This design comes from an exercise in tuning for small area and a short achievable clock period on the open sky130 flow, not from production work. In this exercise RTL edits were held to simulation tests only and were not proved equivalent to the original.

==> run M <==
## inst_trace_buf
module inst_trace_buf #(
  parameter int DEPTH = 64,
  parameter int PCW   = 30,
  parameter int WRAP  = 0
) (
  input  logic                     clk,
  input  logic                     rst_n,
  input  logic                     ic_stall,
  input  logic                     ic_stall_dly,
  input  logic                     stall,
  input  logic                     stall_ld,
  input  logic                     jmp_cond,
  input  logic                     post_jump_cmd_c,
  input  logic [PCW-1:0]           pc_id,
  input  logic [31:0]              inst_id,
  input  logic                     trace_en,
  input  logic                     trig_en,
  input  logic [PCW-1:0]           trig_pc,
  input  logic                     clear,
  input  logic                     rd_ready,
  output logic                     rd_valid,
  output logic [PCW+1:0]           rd_pc,
  output logic [31:0]              rd_inst,
  output logic [$clog2(DEPTH):0]   count,
  ...
==> module inst_trace_buf, before the edit <==
module inst_trace_buf #(
  parameter int DEPTH = 64,
  parameter int PCW   = 30,
  parameter int WRAP  = 0
) (
  input  logic                     clk,
  input  logic                     rst_n,
  input  logic                     ic_stall,
  input  logic                     ic_stall_dly,
  input  logic                     stall,
  input  logic                     stall_ld,
  input  logic                     jmp_cond,
  input  logic                     post_jump_cmd_c,
  input  logic [PCW-1:0]           pc_id,
  input  logic [31:0]              inst_id,
  input  logic                     trace_en,
  input  logic                     trig_en,
  input  logic [PCW-1:0]           trig_pc,
  input  logic                     clear,
  input  logic                     rd_ready,
  output logic                     rd_valid,
  output logic [PCW+1:0]           rd_pc,
  output logic [31:0]              rd_inst,
  output logic [$clog2(DEPTH):0]   count,
  output logic                     full,
  output logic                     overflow,
  output logic                     triggered
);
  localparam int AW = $clog2(DEPTH);
  localparam int CW = AW + 1;
  localparam int DW = PCW + 32;
  localparam int LO = (AW > 3) ? 8 : 2;
  localparam int HI = DEPTH / LO;
  typedef enum logic [1:0] {IDLE, ARMED, CAPTURE, DONE} state_t;
  state_t          state;
  logic [HI-1:0]   wr_hi, rd_hi;
  logic [LO-1:0]   wr_lo, rd_lo;
  logic            valid_q;                
  logic            one_q;                  
  logic [DW-1:0]   out_q;                  
  logic [DW-1:0]   mem [DEPTH];
  logic retire, pop, mem_we, wr;
  logic [DW-1:0] din;
  logic [DW-1:0] mem_rd;
  logic [HI-1:0] wr_hi_nx, rd_hi_nx, rd_hi_sel;
  logic [LO-1:0] wr_lo_nx, rd_lo_nx, rd_lo_sel;
  assign din      = {pc_id, inst_id};
  assign retire   = ~(ic_stall | ic_stall_dly | stall | stall_ld | jmp_cond | post_jump_cmd_c);
  assign rd_valid = valid_q;
  assign full     = count[AW];
  assign pop      = valid_q & rd_ready;
  assign mem_we   = ~full | rd_ready;
  assign wr_lo_nx = {wr_lo[LO-2:0], wr_lo[LO-1]};
  assign rd_lo_nx = {rd_lo[LO-2:0], rd_lo[LO-1]};
  assign wr_hi_nx = wr_lo[LO-1] ? {wr_hi[HI-2:0], wr_hi[HI-1]} : wr_hi;
  assign rd_hi_nx = rd_lo[LO-1] ? {rd_hi[HI-2:0], rd_hi[HI-1]} : rd_hi;
  assign rd_lo_sel = pop ? rd_lo_nx : rd_lo;
  assign rd_hi_sel = pop ? rd_hi_nx : rd_hi;
  typedef struct packed {
    state_t        state;
    logic [CW-1:0] count;
    logic          valid;
    logic          one;
    logic          overflow;
    logic          triggered;
    logic          wr;
  } ctl_t;
  function automatic ctl_t step(input logic h, input state_t st, input logic [CW-1:0] cnt,
                                input logic vld, input logic on, input logic ovf,
                                input logic trg, input logic pp, input logic te,
                                input logic ten);
    ctl_t n;
    logic f, w, d;
    f = cnt[AW];
    w = h & (~f | pp);
    d = h & f & ~pp;
    n.state     = st;
    n.count     = cnt;
    n.valid     = vld;
    n.one       = on;
    n.overflow  = ovf | d;
    n.triggered = trg;
    n.wr        = w;
    if (w && !pp) begin
      n.count = cnt + CW'(1);
      n.valid = 1'b1;
      n.one   = ~vld;
    end else if (pp && !w) begin
      n.count = cnt - CW'(1);
      n.valid = ~on;
      n.one   = (cnt == CW'(2));
    end
    if (!te) begin
      n.state = IDLE;
    end else begin
      case (st)
        IDLE:    n.state = ten ? ARMED : CAPTURE;
        ARMED: begin
          if (h) begin
            n.triggered = 1'b1;
            n.state     = d ? DONE : CAPTURE;
          end
        end
        CAPTURE: if (d) n.state = DONE;
        DONE:    n.state = DONE;
        default: n.state = IDLE;
      endcase
    end
    step = n;
  endfunction
  logic pc_eq, base;
  ctl_t nx_eq, nx_ne, nx;
  assign pc_eq = (pc_id == trig_pc);
  assign base  = retire & trace_en;
  assign nx_eq = step(base & ((state == CAPTURE) | (state == ARMED)), state, count, valid_q,
                      one_q, overflow, triggered, pop, trace_en, trig_en);
  assign nx_ne = step(base & (state == CAPTURE), state, count, valid_q,
                      one_q, overflow, triggered, pop, trace_en, trig_en);
  assign nx    = pc_eq ? nx_eq : nx_ne;
  assign wr    = nx.wr;
  always_ff @(posedge clk or negedge rst_n) begin
    if (!rst_n) begin
      state     <= IDLE;
      wr_hi     <= HI'(1);
      wr_lo     <= LO'(1);
      rd_hi     <= HI'(1);
      rd_lo     <= LO'(1);
      count     <= '0;
      valid_q   <= 1'b0;
      one_q     <= 1'b0;
      overflow  <= 1'b0;
      triggered <= 1'b0;
    end else if (clear) begin
      state     <= IDLE;
      wr_hi     <= HI'(1);
      wr_lo     <= LO'(1);
      rd_hi     <= HI'(1);
      rd_lo     <= LO'(1);
      count     <= '0;
      valid_q   <= 1'b0;
      one_q     <= 1'b0;
      overflow  <= 1'b0;
      triggered <= 1'b0;
    end else begin
      if (wr) begin
        wr_hi <= wr_hi_nx;
        wr_lo <= wr_lo_nx;
      end
      rd_hi     <= rd_hi_sel;
      rd_lo     <= rd_lo_sel;
      state     <= nx.state;
      count     <= nx.count;
      valid_q   <= nx.valid;
      one_q     <= nx.one;
      overflow  <= nx.overflow;
      triggered <= nx.triggered;
    end
  end
  always_comb begin
    mem_rd = '0;
    for (int i = 0; i < DEPTH; i++)
      mem_rd = mem_rd | (mem[i] & {DW{rd_hi_sel[i/LO] & rd_lo_sel[i%LO]}});
  end
  always_ff @(posedge clk) begin
    if (~valid_q | (one_q & rd_ready)) out_q <= din;
    else                               out_q <= mem_rd;
  end
  always_ff @(posedge clk) begin
    for (int i = 0; i < DEPTH; i++)
      if (mem_we && wr_hi[i/LO] && wr_lo[i%LO]) mem[i] <= din;
  end
  assign rd_pc   = {out_q[DW-1:32], 2'b00};
  assign rd_inst = out_q[31:0];
endmodule
clock: 5.5 ns
lec_check: 0
cap_margin: 20
core_margin: 2
core_utilization: 50
cts_cluster_diameter: 100
cts_cluster_size: 25
setup_slack_margin: 2.9
slew_margin: 20
tns_end_percent: 5
run.sh (not shown) runs the stock make flow with config.mk's settings and CLKGATE_MAP_FILE= SYNTH_SCRIPT=/design/flow/synth_recipe.tcl, a recipe that flattens the netlist after the stock synthesis.
==> run P: changes against run M <==
--- a/flow/design.v
+++ b/flow/design.v
@@ -28,34 +28,28 @@
 );
   localparam int AW = $clog2(DEPTH);
   localparam int CW = AW + 1;
+  localparam int MD = DEPTH;               
   localparam int DW = PCW + 32;
-  localparam int LO = (AW > 3) ? 8 : 2;
-  localparam int HI = DEPTH / LO;
   typedef enum logic [1:0] {IDLE, ARMED, CAPTURE, DONE} state_t;
   state_t          state;
-  logic [HI-1:0]   wr_hi, rd_hi;
-  logic [LO-1:0]   wr_lo, rd_lo;
+  logic [MD-1:0]   wr_sel;                 
+  logic [MD-1:0]   rd_sel;                 
   logic            valid_q;                
   logic            one_q;                  
-  logic [DW-1:0]   out_q;                  
-  logic [DW-1:0]   mem [DEPTH];
-  logic retire, pop, mem_we, wr;
+  logic [DW-1:0]   hd_q;                   
+  logic [DW-1:0]   mem [MD];
+  logic retire, pop;
+  logic hd_ld_in, hd_ld_mem, hd_hold, mem_adv;
   logic [DW-1:0] din;
   logic [DW-1:0] mem_rd;
-  logic [HI-1:0] wr_hi_nx, rd_hi_nx, rd_hi_sel;
-  logic [LO-1:0] wr_lo_nx, rd_lo_nx, rd_lo_sel;
   assign din      = {pc_id, inst_id};
   assign retire   = ~(ic_stall | ic_stall_dly | stall | stall_ld | jmp_cond | post_jump_cmd_c);
   assign rd_valid = valid_q;
   assign full     = count[AW];
   assign pop      = valid_q & rd_ready;
-  assign mem_we   = ~full | rd_ready;
-  assign wr_lo_nx = {wr_lo[LO-2:0], wr_lo[LO-1]};
-  assign rd_lo_nx = {rd_lo[LO-2:0], rd_lo[LO-1]};
-  assign wr_hi_nx = wr_lo[LO-1] ? {wr_hi[HI-2:0], wr_hi[HI-1]} : wr_hi;
-  assign rd_hi_nx = rd_lo[LO-1] ? {rd_hi[HI-2:0], rd_hi[HI-1]} : rd_hi;
-  assign rd_lo_sel = pop ? rd_lo_nx : rd_lo;
-  assign rd_hi_sel = pop ? rd_hi_nx : rd_hi;
+  assign hd_ld_in  = ~valid_q | (one_q & rd_ready);
+  assign hd_ld_mem = valid_q & ~one_q & rd_ready;
+  assign hd_hold   = valid_q & ~rd_ready;
   typedef struct packed {
     state_t        state;
     logic [CW-1:0] count;
@@ -63,7 +57,7 @@
     logic          one;
     logic          overflow;
     logic          triggered;
-    logic          wr;
+    logic          adv;
   } ctl_t;
   function automatic ctl_t step(input logic h, input state_t st, input logic [CW-1:0] cnt,
                                 input logic vld, input logic on, input logic ovf,
@@ -80,7 +74,7 @@
     n.one       = on;
     n.overflow  = ovf | d;
     n.triggered = trg;
-    n.wr        = w;
+    n.adv       = w & vld & ~(on & pp);
     if (w && !pp) begin
       n.count = cnt + CW'(1);
       n.valid = 1'b1;
@@ -117,14 +111,12 @@
   assign nx_ne = step(base & (state == CAPTURE), state, count, valid_q,
                       one_q, overflow, triggered, pop, trace_en, trig_en);
   assign nx    = pc_eq ? nx_eq : nx_ne;
-  assign wr    = nx.wr;
+  assign mem_adv = nx.adv;
   always_ff @(posedge clk or negedge rst_n) begin
     if (!rst_n) begin
       state     <= IDLE;
-      wr_hi     <= HI'(1);
-      wr_lo     <= LO'(1);
-      rd_hi     <= HI'(1);
-      rd_lo     <= LO'(1);
+      wr_sel    <= MD'(1);
+      rd_sel    <= MD'(1);
       count     <= '0;
       valid_q   <= 1'b0;
       one_q     <= 1'b0;
@@ -132,22 +124,16 @@
       triggered <= 1'b0;
     end else if (clear) begin
       state     <= IDLE;
-      wr_hi     <= HI'(1);
-      wr_lo     <= LO'(1);
-      rd_hi     <= HI'(1);
-      rd_lo     <= LO'(1);
+      wr_sel    <= MD'(1);
+      rd_sel    <= MD'(1);
       count     <= '0;
       valid_q   <= 1'b0;
       one_q     <= 1'b0;
       overflow  <= 1'b0;
       triggered <= 1'b0;
     end else begin
-      if (wr) begin
-        wr_hi <= wr_hi_nx;
-        wr_lo <= wr_lo_nx;
-      end
-      rd_hi     <= rd_hi_sel;
-      rd_lo     <= rd_lo_sel;
+      if (mem_adv) wr_sel <= {wr_sel[MD-2:0], wr_sel[MD-1]};
+      if (hd_ld_mem) rd_sel <= {rd_sel[MD-2:0], rd_sel[MD-1]};
       state     <= nx.state;
       count     <= nx.count;
       valid_q   <= nx.valid;
@@ -158,17 +144,16 @@
   end
   always_comb begin
     mem_rd = '0;
-    for (int i = 0; i < DEPTH; i++)
-      mem_rd = mem_rd | (mem[i] & {DW{rd_hi_sel[i/LO] & rd_lo_sel[i%LO]}});
+    for (int i = 0; i < MD; i++)
+      mem_rd = mem_rd | (mem[i] & {DW{rd_sel[i]}});
   end
   always_ff @(posedge clk) begin
-    if (~valid_q | (one_q & rd_ready)) out_q <= din;
-    else                               out_q <= mem_rd;
+    hd_q <= ({DW{hd_ld_in}} & din) | ({DW{hd_ld_mem}} & mem_rd) | ({DW{hd_hold}} & hd_q);
   end
   always_ff @(posedge clk) begin
-    for (int i = 0; i < DEPTH; i++)
-      if (mem_we && wr_hi[i/LO] && wr_lo[i%LO]) mem[i] <= din;
+    for (int i = 0; i < MD; i++)
+      if (wr_sel[i]) mem[i] <= din;
   end
-  assign rd_pc   = {out_q[DW-1:32], 2'b00};
-  assign rd_inst = out_q[31:0];
+  assign rd_pc   = {hd_q[DW-1:32], 2'b00};
+  assign rd_inst = hd_q[31:0];
 endmodule
==> flow/config.mk (replaced) <==
export PLATFORM = sky130hd
export DESIGN_NAME = inst_trace_buf
export DESIGN_NICKNAME = inst_trace_buf
export VERILOG_FILES = /design/flow/design.v
export SDC_FILE = /design/flow/constraint.sdc
export NUM_CORES = 4
export LEC_CHECK = 0
export CAP_MARGIN = 10
export CORE_MARGIN = 2
export CORE_UTILIZATION = 55
export CTS_CLUSTER_DIAMETER = 100
export CTS_CLUSTER_SIZE = 25
export HOLD_SLACK_MARGIN = 0.05
export SETUP_SLACK_MARGIN = 2.85
export SLEW_MARGIN = 10
export TNS_END_PERCENT = 20
==> results.yml <==
floorplanning:
  die_area_sq_um: 275000
  core_area_sq_um: 270000
  fp.dieW_um: 524
layout:
  multi_input_area_sq_um: 23700
  multi_input_area_share: 0.143
logic_synthesis:
  synth.distinct_cells: 63
setup_path:
  cp.depth: 7
run_status:
  outcome: "complete, no violations"
drt:
  routed-wl-met2_um: 281000
That was run P.
==> results.yml <==
run_status:
  outcome: "complete, no violations"
setup_path:
  cp.depth: 9
floorplanning:
  die_area_sq_um: 298000
  fp.dieW_um: 546
That was run M.

==> separate check: timing with driven ports <==
The results above use ideal ports. As a check the final layouts listed here were re-extracted and re-timed, cells and wires unchanged. Step 1 assumes that a clkbuf_16 drives the clock port and a buf_2 every other input. Step 2 adds t to the input delays and takes it off the output delays; t is the mean of the earliest and latest rising clock arrival at the registers after step 1. Input paths then give back, and output paths get back, about the clock's delay inside the block. a / b / c = ideal ports / drivers / drivers and shift; a / b = the first two.
| run | t (ns) | setup slack, ns | hold slack, ns | worst slew at a driven data input, ns |
|---|---|---|---|---|
| run M | 1.067 | 2.053 / 2.053 / 1.186 | 0.292 / 0.204 / 0.527 | 0.48 |
| run P | 1.026 | 2.608 / 2.572 / 1.689 | 0.180 / 0.174 / 0.503 | 0.59 |
After both steps every run listed still meets setup and hold. For run P, which loses most, drivers alone change the setup slack by -0.036 ns; drivers and shift together by -0.919 ns.
